From an optimization exercise on the open Yosys and OpenROAD flow, aimed at small area, a short achievable clock period and few clock cycles; shortcuts taken in it are not production practice. Function was checked by simulation only, so behaviour that the tests miss may differ from the original. Power figures rest on the tool's default switching activity, not on a simulated workload.

==> design.v <==
package lcg_pkg;
	localparam int REG_W = 5;
	localparam int VAL_W = 32;
	localparam int POS_W = 4;
	localparam int NPOS  = 16;
endpackage
module lcg_cell (
	input  logic [15:0] s,
	input  logic [3:0]  p,
	input  logic [3:0]  h,
	input  logic [3:0]  top,      
	output logic [15:0] nxt,
	output logic        has_next,  
	output logic        at_top,
	output logic [3:0]  p_nxt,
	output logic [3:0]  h_nxt
);
	logic [15:0] below, above, le, q;
	logic        q_any;
	logic [3:0]  qhi;
	always_comb begin
		for (int i = 0; i < 16; i++) begin
			below[i] = 4'(i) < p;
			above[i] = 4'(i) > p;
			le[i]    = 4'(i) <= h;
		end
		q   = s & below;
		nxt = q | (above & le);
		q_any = |q;
		qhi = '0;
		for (int i = 0; i < 16; i++) if (q[i]) qhi = 4'(i);
		at_top   = h == top;
		has_next = !(at_top && !q_any);
		p_nxt    = at_top ? qhi : h;
		h_nxt    = at_top ? (h + 4'd1 - p) : (h + 4'd1);
	end
endmodule
module lcg_ram (
	input  logic        clk,
	input  logic        arst_n,
	input  logic        we,       
	input  logic        ws,
	input  logic [31:0] wdata,
	output logic [3:0]  ph,
	input  logic [15:0] rsel,
	output logic [31:0] rdata
);
	logic [31:0] ring_q [16];
	logic [3:0]  ph_q;
	assign ph = ph_q;
	always_ff @(posedge clk or negedge arst_n) begin
		if (!arst_n) ph_q <= 4'd1;
		else         ph_q <= ph_q + 4'd1;
	end
	always_ff @(posedge clk) begin
		for (int s = 0; s < 16; s++) begin
			if (s == 0 && we && !ws)      ring_q[s] <= wdata;
			else if (s == 8 && we && ws)  ring_q[s] <= wdata;
			else                          ring_q[s] <= ring_q[(s + 1) % 16];
		end
	end
	always_comb begin
		rdata = '0;
		for (int s = 0; s < 16; s++) rdata = rdata | (ring_q[s] & {32{rsel[s]}});
	end
endmodule
module lex_combination_generator_top
#(
	parameter int MAX_LIST   = 16,
	parameter int MAX_CHOOSE = 16
) (
	input  logic               clk,
	input  logic               arst_n,
	input  logic               psel,
	input  logic               penable,
	input  logic               pwrite,
	input  logic [2:0]         paddr,
	input  logic [31:0]        pwdata,
	output logic [31:0]        prdata,
	output logic               pready,
	input  logic               in_valid,
	output logic               in_stall,
	input  logic               command,
	input  logic [3:0]         load_index,
	input  logic signed [31:0] load_value,
	output logic               out_valid,
	input  logic               out_stall,
	output logic signed [31:0] elem_value,
	output logic [3:0]         elem_position,
	output logic               found,
	output logic               empty_comb,
	output logic               last
);
	logic [4:0]  n_q, k_q;
	logic [4:0]  n_eff, k_eff, wk_eff;
	logic [3:0]  n_top;
	logic [15:0] kth, wr_kth;
	logic        k_gt_n, k_zero, k_eq_n;
	logic        started_q, exh_q, has_q, fix_q;
	logic        busy_q, jsp_q, jf_q;
	logic [15:0] jm_q, nm_q;
	logic [3:0]  p_q, h_q;
	logic        ov_q, shown_q;
	logic [15:0] sel_q;
	logic [3:0]  pos_q;
	logic        fnd_q, emp_q, last_q;
	logic        cfg_wr, acc_ld, acc_nx, ol, normal, jm_ge2, spec_f, emit_n;
	logic        ld_ok, busy_d, ov_d;
	logic [3:0]  wd;
	logic [15:0] low, rest, succ;
	logic        succ_has, succ_top;
	logic [3:0]  succ_p, succ_h;
	logic [31:0] rd_val;
	logic [3:0]  rd_pos, ph, slot;
	assign n_eff  = (n_q > 5'd16) ? 5'd16 : n_q;
	assign k_eff  = (k_q > 5'd16) ? 5'd16 : k_q;
	assign wk_eff = (pwdata[4:0] > 5'd16) ? 5'd16 : pwdata[4:0];
	assign n_top  = 4'(n_eff - 5'd1);
	assign k_gt_n = k_eff > n_eff;
	assign k_eq_n = k_eff == n_eff;
	assign k_zero = k_q == 5'd0;
	always_comb begin
		for (int i = 0; i < 16; i++) begin
			kth[i]    = 5'(i) < k_q;
			wr_kth[i] = 5'(i) < pwdata[4:0];
		end
	end
	assign pready = 1'b1;
	assign prdata = {27'd0, paddr[2] ? k_q : n_q};
	assign cfg_wr = psel & penable & pwrite;
	assign wd     = {load_index[3] ^ ph[3], 3'd0};
	assign ld_ok  = (load_index[2:0] == ph[2:0]) & ~(ov_q & (sel_q[9] | sel_q[1]));
	assign in_stall = busy_q | (~command & ~ld_ok);
	assign acc_ld = in_valid & ~command & ~busy_q & ld_ok;
	assign acc_nx = in_valid & command & ~busy_q;
	assign ol     = ~ov_q | ~out_stall;
	assign normal = ~exh_q & (started_q | (~k_gt_n & ~k_zero));
	assign spec_f = ~exh_q & ~started_q & k_zero;
	always_comb begin
		logic seen;
		seen = 1'b0;
		for (int i = 0; i < 16; i++) begin
			low[i] = jm_q[i] & ~seen;
			seen   = seen | jm_q[i];
		end
	end
	assign rest   = jm_q & ~low;
	assign jm_ge2 = |rest;
	always_comb begin
		rd_pos = '0;
		for (int i = 0; i < 16; i++) if (low[i]) rd_pos = rd_pos | 4'(i);
	end
	lcg_cell u_succ (
		.s        (jm_q),
		.p        (p_q),
		.h        (h_q),
		.top      (n_top),
		.nxt      (succ),
		.has_next (succ_has),
		.at_top   (succ_top),
		.p_nxt    (succ_p),
		.h_nxt    (succ_h)
	);
	lcg_ram u_list (
		.clk    (clk),
		.arst_n (arst_n),
		.we     (acc_ld),
		.ws     (wd[3]),
		.wdata  (load_value),
		.ph     (ph),
		.rsel   (sel_q),
		.rdata  (rd_val)
	);
	assign slot   = rd_pos - ph;
	assign emit_n = busy_q ? ~jsp_q : (acc_nx & normal);
	assign ov_d = ol ? (busy_q | acc_nx) : ov_q;
	always_comb begin
		busy_d = busy_q;
		if (busy_q) begin
			if (ol && (jsp_q || !jm_ge2)) busy_d = 1'b0;
		end else if (acc_nx) begin
			busy_d = normal ? (~ol | jm_ge2) : ~ol;
		end
	end
	always_ff @(posedge clk or negedge arst_n) begin
		if (!arst_n) begin
			ov_q    <= 1'b0;
			busy_q  <= 1'b0;
		end else begin
			ov_q    <= ov_d;
			busy_q  <= busy_d;
		end
	end
	always_ff @(posedge clk) begin
		if (ol) begin
			sel_q   <= emit_n ? (16'd1 << slot) : 16'd0;
			shown_q <= emit_n;
			pos_q   <= emit_n ? rd_pos : 4'd0;
			fnd_q   <= emit_n | (busy_q ? jf_q : spec_f);
			emp_q   <= ~emit_n & (busy_q ? jf_q : spec_f);
			last_q  <= ~emit_n | ~jm_ge2;
		end else begin
			sel_q <= {sel_q[0], sel_q[15:1]};
		end
	end
	always_ff @(posedge clk or negedge arst_n) begin
		if (!arst_n) begin
			n_q       <= '0;
			k_q       <= '0;
			started_q <= 1'b0;
			exh_q     <= 1'b0;
			jsp_q     <= 1'b0;
			fix_q     <= 1'b0;
		end else begin
			fix_q <= 1'b0;
			if (cfg_wr) begin
				if (paddr[2]) k_q <= pwdata[4:0];
				else          n_q <= pwdata[4:0];
				started_q <= 1'b0;
				exh_q     <= 1'b0;
			end
			if (busy_q) begin
				if (ol && jsp_q) jsp_q <= 1'b0;
			end else if (acc_ld) begin
				started_q <= 1'b0;
				exh_q     <= 1'b0;
			end else if (acc_nx) begin
				started_q <= 1'b1;
				exh_q     <= ~normal | (started_q ? ~has_q : k_eq_n);
				if (normal) begin
					fix_q <= succ_top;
				end else begin
					jsp_q <= ~ol;
				end
			end
		end
	end
	always_ff @(posedge clk) begin
		if (!busy_q && acc_nx) begin
			jf_q  <= spec_f;
			nm_q  <= succ;
			has_q <= succ_has;
		end
		if (cfg_wr) begin
			jm_q <= paddr[2] ? wr_kth : kth;
		end else if (busy_q) begin
			if (ol && !jsp_q) jm_q <= jm_ge2 ? rest : nm_q;
		end else if (acc_ld) begin
			jm_q <= kth;
		end else if (acc_nx && normal && ol) begin
			jm_q <= jm_ge2 ? rest : {jm_q[14:0], 1'b0};
		end
		if (cfg_wr) begin
			p_q <= 4'(paddr[2] ? wk_eff - 5'd1 : k_eff - 5'd1);
			h_q <= 4'(paddr[2] ? wk_eff : k_eff);
		end else if (!busy_q && acc_ld) begin
			p_q <= 4'(k_eff - 5'd1);
			h_q <= 4'(k_eff);
		end else if (!busy_q && acc_nx && normal) begin
			p_q <= succ_p;
			h_q <= succ_h;
		end else if (fix_q) begin
			h_q <= h_q + p_q;
		end
	end
	assign out_valid     = ov_q;
	assign elem_value    = rd_val;
	assign elem_position = pos_q;
	assign found         = fnd_q;
	assign empty_comb    = emp_q;
	assign last          = last_q;
endmodule
==> flow/run.sh <==
#!/bin/bash
# The standard layout, except that the clock tree is built from clkbuf_8 cells and
# without dummy load cells, and the ports are buffered with buf_2 cells. Each tool's output
# goes to the ORFS logs under orfs/logs/; the make output goes to standard.log here.
set -euo pipefail
export CTS_ARGS="-sink_clustering_enable -repair_clock_nets -dont_use_dummy_load -buf_list sky130_fd_sc_hd__clkbuf_8"
export BUFFER_PORTS_ARGS="-buffer_cell sky130_fd_sc_hd__buf_2"
bash standard.sh > standard.log 2>&1
==> standard.sh <==
#!/bin/bash
# synth_recipe.tcl (not shown) runs the flow's synth.tcl, then flattens the netlist and writes it again
# the make line also repeats each setting of config.mk as NAME=value (left out here)
make -C /OpenROAD-flow-scripts/flow DESIGN_CONFIG=/design/flow/config.mk WORK_HOME=/design/flow/orfs CLKGATE_MAP_FILE= SYNTH_SCRIPT=/design/flow/synth_recipe.tcl "${@:-finish}"
==> config.mk <==
export PLATFORM = sky130hd
export DESIGN_NAME = lex_combination_generator_top
export DESIGN_NICKNAME = lex_combination_generator_top
export VERILOG_FILES = /design/flow/design.v
export SDC_FILE = /design/flow/constraint.sdc
export NUM_CORES = 4
export LEC_CHECK = 0
export CAP_MARGIN = 20
export CORE_MARGIN = 2
export CORE_UTILIZATION = 55
export SETUP_SLACK_MARGIN = 2.5
export SLEW_MARGIN = 20
==> constraint.sdc <==
create_clock -name core_clock -period 6.0 [get_ports {clk}]
set_input_delay 1.2000 -clock core_clock [delete_from_list [all_inputs] [get_ports {clk}]]
set_output_delay 1.2000 -clock core_clock [all_outputs]
set_load 0.01 [all_outputs]
==> summary.md, run 1 <==
| Metric | Value |
|---|---|
| Root Buffer | clkbuf_8 |
| Io pins | about 150 |
| Layout cells sized above 1 | between 10% and 20% |
| Worst rel slew slack | between 30% and 40% |
| Max stage delay on crit path | ~500 ps |
| Post-synth EDFFs | between 40 and 50 |
| Largest net degree at the start of global routing | 34 |
| Final core occ | between 60% and 70% |
| Worst flop-to-flop path startpoint | jm_q[0] |
| Initial antenna violation count | 2 |
| Sequential area share after synthesis | 62.9% |
| Worst hold path class | flip-flop to flip-flop |
| Core ar. | ~0.036 sq mm |
| HPWL Detailed | approximately 32 mm |
| CP Launch Type | input port |
| Seq pwr share | roughly 57% |
| Post-Syn Area | ~0.02 sq mm |
| Top_reg_cell synth | dfxtp_1 |
| CP endpoint kind | primary output |
| Total GRT Usage | approximately 28% |
| Initial Utilization | a little under three fifths |
| Sw frac | 25.7% |
| WL/cell | 24.7 microns |
| CTS tree | yes |
| Final setup viols | 0 |
| Critical Path Sink | in_stall |
| Critical Path RT | between 4000 and 5000 ps |
| Remaining antenna violation count | 0 |
| Cts hold-fix bufs | 0 |
| CP startpoint | load_index[2] |
| Comb pwr share | 7.5% |
| Fmax | roughly 290 MHz |
| Setup_tns | 0 ps |
| Slowest stage cell, crit path | and4_1 |
| Worst reg2reg setup slack | 2630 ps |
| Gpl congestion | slightly above 0.9 |
| Clock share of power | between 30% and 40% |
| CP Class | input port to primary output |
| CTS H-tree lvls | 3 |
| Global-route wire length before repair | ~83 mm |
| Cells after Synth | between 1.5k and 2k |
| P&R area growth vs syn | 9.76% |
| Max cap viols | 0 |
| Die area | 0.0378 sq mm |
| 1st-iter DRT viols | around 1.1k |
| Internal power | roughly 5.7 mW |
| R2r endpoint | sel_q[9] |
| Die Y | just under 200 microns |
| Slew Viols, Final | 0 |
| CP most frequent cell | buf_2 |
| Vias per inst | around 6.3 |
| Leak Pwr | approximately 8.7 nW |
| Via count | between 10k and 15k |
| CTS buffer count | 92 |
| Power density over the cells | ~350 mW/mm^2 |
| Clock Path Buffers | 3 |
| P_sw | just under 2 mW |
| Clock transition at path regs | approximately 60 ps |
| Clk sink count | 597 |
| Number of fill cells in the layout | approximately 3k |
| Synthesized area per cell | between 10 and 15 sq um |
| Post-route DRC | 0 |
| DRT Pass-1 Iters | 19 |
| Minimum clock period | ~3400 ps |
| Number of global-route vias before repair | roughly 14k |
| Commonest non-fill, non-tap cell in the layout | dfxtp_1 |
| CP arrival | 2230 ps |
| Maximum VDD drop | about 220 uV |
| Final hold violation count | 0 |
| Least-Margin Pin Slew | a little over 1000 ps |
| Overall die width | roughly 190 microns |
| Nets | 1834 |
| CP Cell Sequence | buf_2 -> xnor2_1 -> and4_1 -> o21ai_0 -> buf_2 |
| Row cnt | between 60 and 70 |
| Final clock skew | between 60 and 70 ps |
| Fraction of registers with async set/reset | ~3.4% |
| RSZ-0062 raised after global routing | false |
| Synth Warn # | 4 |
| Flops & latches, synth | just under 600 |
| Final period util | 57.1% |
| Status | timing/DRC/antenna clean |
| Final WL | 54.2 mm |
| Total grt overflow | 0 |
| Crit path max fanout | 7 |
| Clock Latency Late Sink | ~640 ps |
| Buffers on Ports | 95 |
| Netlist cell types | 74 |
| Worst R2R Path Depth | 9 |
| Most frequent cells in the layout | dfxtp_1 (512), a221oi_1 (130), a22o_1 (128), buf_2 (95), clkbuf_8 (92) |
-- logic make-up (layout without fill, tap and decap cells) --
family,Yosys count,in the layout,share of synthesized area (%)
fa+ha+maj,24,24,1.61
simple gates,260,260,6.58
compound gates,486,486,19.1
other cells,2,29,0.0377
xor+xnor,25,25,1.10
flops,597,597,62.9
mux,82,82,4.60
buf+inv,183,228,4.12
-- synth_stat cells (13+ instances only) --
master    count  share of area (%)
nand2_1      69                1.3
a31oi_1      13               0.41
a32o_1       13               0.65
dfrtp_1      19                2.4
dfxtp_1     528                 53
a21o_1       13               0.49
a221oi_1    130                5.7
inv_1        32               0.60
nor2_1       56                1.1
nand3_1      25               0.63
a22o_1      128                5.6
buf_4        28                1.1
edfxtp_1     49                7.4
ha_1         20                1.3
mux2_2       75                4.2
nand4_1      37                1.2
xnor2_1      16               0.70
a21oi_1      47                1.2
nor3_1       13               0.33
clkbuf_1    104                2.0
o21ai_0      47                1.2
-- registers in the layout (all words and copies together), names as in the netlist, 4 cells and up --
| register | cells |
|---|---|
| jm_q | 16 |
| p_q | 4 |
| pos_q | 4 |
| h_q | 4 |
| sel_q | 16 |
| u_list.ph_q | 4 |
| nm_q | 16 |
| u_list.ring_q | 512 |
| n_q | 5 |
| k_q | 5 |
-- timing repair --
action	4_1_cts	5_1_grt
gates resized for setup	24	9
setup endpoints to repair	64	41
buffers inserted	0	3
-- per-stage QoR --
stage	power, mW	setup WS, ps	hold WS [ps]	instance area [sq um]	std cells
floorplan	4.76	2580	331	20000	1685
global placement	5.01	1890	333	20500	2096
detailed placement	5.01	1810	337	20500	2096
CTS	7.72	2490	319	21800	2188
global route	7.97	2520	331	21900	2191
finish	7.67	2570	322	21900	2192
-- worst max-delay path, delay by kind of cell --
family	cells	cell delay, ps
AND/OR/NAND/NOR	1	500
buffers and inverters	2	270
AO/OA/AOI/OAI	1	130
XOR/XNOR	1	120
-- layer usage --
layer | vias up | part of all wire [%] | global-route usage, % | wire length, microns
met5 | - | 0.024 | 0 | 13
met1 | 6785 | 43 | 38.0 | 23400
met4 | 2 | 3.2 | 11.1 | 1720
li1 | 6320 | - | - | -
met3 | 132 | 7.9 | 6.11 | 4260
met2 | 626 | 46 | 45.5 | 24800
-- how the worst min path moves through the flow --
stage / slack, ps / endpoint / cells after the start / start
2_1_floorplan: 330 / u_list.ring_q[15][10] / 0 / u_list.ring_q[0][10]
3_3_place_gp: 330 / u_list.ring_q[1][27] / 0 / u_list.ring_q[2][27]
3_5_place_dp: 340 / u_list.ring_q[3][29] / 0 / u_list.ring_q[4][29]
4_1_cts: 320 / u_list.ring_q[6][31] / 0 / u_list.ring_q[7][31]
5_1_grt: 330 / u_list.ring_q[4][31] / 0 / u_list.ring_q[5][31]
6_report: 320 / u_list.ring_q[4][31] / 0 / u_list.ring_q[5][31]
-- final cells by class --
cell class	count	area (sq um)	share of cell area, %
antenna	1	2.50	0.0114
clock buffer	92	1270	5.78
inverter	32	120	0.549
multi-input combinational	905	6770	30.9
sequential	597	12600	57.6
tap	461	577	2.64
timing repair buffer	104	547	2.50
-- power by group through the flow --
stage                     registers (mW)  logic [mW]  clock network [mW]
after global routing                4.40       0.629                2.94
after global placement              4.46       0.544                   0
after floorplan                     4.24       0.523                   0
after detailed placement            4.46       0.547                   0
after CTS                           4.38       0.558                2.78
final                               4.39       0.572                2.71
Testbench counts, summed over its fixed seeds: cycles 17,050.
==> inputs of run 2 (changes only) <==
--- a/config.mk
+++ b/config.mk
@@ -8,5 +8,5 @@
 export CAP_MARGIN = 20
 export CORE_MARGIN = 2
 export CORE_UTILIZATION = 55
-export SETUP_SLACK_MARGIN = 2.5
+export SETUP_SLACK_MARGIN = 2.75
 export SLEW_MARGIN = 20
==> run 2 against run 1 <==
Compared with the run above: global-route usage is 2.6 points higher; area after synthesis stayed put; clock power hardly changed.
==> summary.md, run 2 <==
| Metric | Value |
|---|---|
| Status | timing/DRC/antenna clean |
| Post-synth EDFFs | 49 (unchanged) |
| Total grt overflow | 0 (unchanged) |
| Main combinational cell family by area after synthesis | compound AO/OA/AOI/OAI gates |
| Total GRT Usage | 31.0% (+2.6 points) |
| Final WL | 60.0 mm (+11%) |
| Synth area leaders | dfxtp_1 (53%), edfxtp_1 (7.4%), a221oi_1 (5.7%), a22o_1 (5.6%), mux2_2 (4.2%) |
| P&R area growth vs syn | 16.5% |
| 1st-iter DRT viols | 1331 (+22%) |
| Netlist cell types | 74 (unchanged) |
| Sequential area share after synthesis | 62.9% (unchanged) |
| Setup_tns | 0 ps (unchanged) |
| Via count | 14.6k (+5.0%) |
| CP endpoint kind | primary output |
| Initial Utilization | 55.9% (unchanged) |
| Buffers on Ports | 95 (unchanged) |
| Remaining antenna violation count | 0 (unchanged) |
| Max reg flops | 512 (unchanged) |
| Initial antenna violation count | 2 (unchanged) |
| Io pins | 153 (unchanged) |
| Post-synthesis compound-gate area fraction | 19.1% (unchanged) |
| CTS tree | yes |
| Fmax | 310 MHz (+6.3%) |
| Post-synthesis mux area share | 4.60% (unchanged) |
| Number of global-route vias before repair | 14.2k (+0.30%) |
| CP arrival | 2020 ps (-210 ps) |
| Crit path max fanout | 18 (+11) |
| Cells after Synth | 1659 (unchanged) |
| Final hold violation count | 0 (unchanged) |
| HPWL Detailed | 31.6 mm (about the same) |
| RSZ-0062 raised after global routing | true |
| CTS H-tree lvls | 3 (unchanged) |
| CTS buffer count | 91 (-1.1%) |
| Die area | 0.0378 sq mm (unchanged) |
| Post-Syn Area | 0.0199 sq mm (unchanged) |
| WL/cell | 26.3 microns (+6.3%) |
| Final clock skew | 45.6 ps (-14.7 ps) |
| Clock Latency Late Sink | 640 ps (about the same) |
| Cells after DPL | 2098 (+0.095%) |
| Synth Area in Adders | 1.61% (unchanged) |
| Least-Margin Pin Slew | 882 ps (-151 ps) |
| DRT Pass-1 Iters | 21 (+2) |
| Top_reg_cell synth | dfxtp_1 |
| Worst hold path class | flip-flop to flip-flop |
| Layout cells sized above 1 | 24.9% (+6.1 points) |
| Overall die width | 194 microns (unchanged) |
| Maximum VDD drop | 191 uV (-11%) |
| Die Y | 194 microns (unchanged) |
| Gpl congestion | 0.957 (+2.7%) |
| CP Launch Type | flip-flop |
| Post-route DRC | 0 (unchanged) |
| Clock Path Buffers | 3 (unchanged) |
| Slew Viols, Final | 0 (unchanged) |
| Power density over the cells | 339 mW/mm^2 (-3.3%) |
| Area of the multi-input gates | 0.00701 sq mm (+3.4%) |
| Minimum clock period | 3220 ps (-202 ps) |
| Simple-gate portion of the synthesized area | 6.58% (unchanged) |
| Max cap viols | 0 (unchanged) |
| Synthesized area per cell | 12.0 sq um (unchanged) |
| Clk sink count | 597 (unchanged) |
| Flops & latches, synth | 597 (unchanged) |
| Critical Path RT | 4800 ps (about the same) |
| Core ar. | 0.0357 sq mm (unchanged) |
| Leak Pwr | 9.37 nW (+7.7%) |
| Cts hold-fix bufs | 0 (unchanged) |
| Most frequent cells after synthesis | dfxtp_1 (528), a221oi_1 (130), a22o_1 (128), clkbuf_1 (104), mux2_2 (75) |
| Commonest non-fill, non-tap cell in the layout | dfxtp_1 |
| Root Buffer | clkbuf_8 |
| Global-route wire length before repair | 87.6 mm (+5.7%) |
| Final setup viols | 0 (unchanged) |
| Synth top area share | 53.0% (unchanged) |
| Synth Warn # | 4 (unchanged) |
| Fraction of registers with async set/reset | 3.35% (unchanged) |
| Largest Register | u_list.ring_q |
| Nets | 1926 (+5.0%) |
| Cell Count, Final, Fillers Out | 2284 (+4.2%) |
| Most frequent cells in the layout | dfxtp_1 (512), a22o_1 (128), a221oi_1 (101), buf_2 (94), clkbuf_8 (91) |
| Vias per inst | 6.37 (+0.76%) |
| Synth area leader | dfxtp_1 |
| Clock transition at path regs | 60 ps (about the same) |
| Most frequent cell after synthesis | dfxtp_1 |
| Row cnt | 69 (unchanged) |
| Largest net degree at the start of global routing | 34 (unchanged) |
| Number of fill cells in the layout | 2829 (-5.4%) |
| XOR/XNOR Fraction of Synth Area | 1.10% (unchanged) |
| CP Class | flip-flop to primary output |
| Final period util | 53.7% (-3.4 points) |
| Worst rel slew slack | 41.2% (+10 points) |
| FF/Latch Area | 0.0126 sq mm (about the same) |
[run 2: cell counts after synthesis]
Identical to the previous run, type by type.
[run 2: final timing paths]
kind                            slack (ps)                 start  cells after the start              endpoint
worst max register to register        2810               jm_q[0]                      7              jm_q[10]
max in group asynchronous             5070                arst_n                      1                k_q[4]
worst max-delay path                  2780              sel_q[2]                      4        elem_value[31]
worst min register to register         320  u_list.ring_q[12][5]                      0  u_list.ring_q[11][5]
worst min-delay path                   320  u_list.ring_q[12][5]                      0  u_list.ring_q[11][5]
min in group asynchronous              540                arst_n                      1                  ov_q
[run 2: per-layer routing]
| layer | GRT usage, % | up-vias | wire (microns) |
|---|---|---|---|
| met5 | 0 | - | 0 |
| li1 | - | 6509 | - |
| met1 | 43.2 | 7126 | 26200 |
| met4 | 14.9 | 0 | 2530 |
| met3 | 6.68 | 162 | 5290 |
| met2 | 46.2 | 760 | 26000 |
[run 2: area by class of cell]
type | instances | area share [%]
antenna | 1 | 0.0108
sequential | 597 | 54.3
tap | 461 | 2.48
timing repair buffer | 197 | 7.14
inverter | 32 | 0.517
multi-input combinational | 905 | 30.2
clock buffer | 91 | 5.39
[run 2: logic make-up (layout without fill, tap and decap cells)]
family                   Yosys count  count (layout)
XOR/XNOR                          25              25
adder cells (fa/ha/maj)           24              24
AO/OA/AOI/OAI                    486             486
multiplexers                      82              82
AND/OR/NAND/NOR                  260             260
other                              2              29
flip-flops                       597             597
buffers and inverters            183             320
[run 2: repair_timing]
item                                    in CTS  in global routing
resized for setup                           42                 43
endpoints found under the setup margin     107                 76
pin swaps                                    3                 15
cloned                                       3                  1
buffers inserted                            48                 42
[run 2: through the flow]
| step | util [%] | hold WS [ps] | setup slack (ps) | cell area, sq um | total power, mW |
|---|---|---|---|---|---|
| final | 65.1 | 315 | 2780 | 23200 | 7.87 |
| after global routing | 65.1 | 323 | 2690 | 23200 | 8.13 |
| after CTS | 63.4 | 301 | 2720 | 22600 | 7.82 |
| after detailed placement | 57.4 | 336 | 1800 | 20500 | 5.01 |
| after global placement | 57.4 | 333 | 1880 | 20500 | 5.00 |
| after floorplan | - | 331 | 2750 | 20100 | 4.76 |
[run 2: where the power goes]
| part | internal (mW) | switching, mW |
|---|---|---|
| clock | 1.33 | 1.36 |
| combinational | 0.356 | 0.522 |
| sequential | 4.12 | 0.179 |
[run 2: worst max-delay path, stage by stage (launching register included)]
cell and delay, ps:
dfxtp_4 480, a22o_1 250, a221oi_1 260, nand4_1 210, buf_2 190

## separate check: timing with driven ports
The flow's constraints put no driver on any port. The routed layouts listed below were extracted and timed again, unchanged, in two steps. Step 1: set_driving_cell puts a clkbuf_16 on clk and a buf_2 on each other input, an assumption about the parent block. Step 2 moves the port delays by t, midway between the first and last clock arrival at a register: inputs arrive t later, outputs are due t later. That takes back most of the time a late clock gives input paths. a / b / c = ideal / step 1 / step 2; a / b = the first two.
run | t, ns | setup slack, ns | clock arrival spread, ns | worst slew at a driven data input, ns
run 1 | 0.668 | 2.573 / 2.549 / 2.081 | 0.064 / 0.064 | 0.08
run 2 | 0.671 | 2.775 / 2.723 / 2.316 | 0.046 / 0.046 | 0.09
After both steps every run listed still meets setup and hold. The setup slack of run 1, which loses most, moves by -0.024 ns with the drivers and by -0.492 ns with both steps.
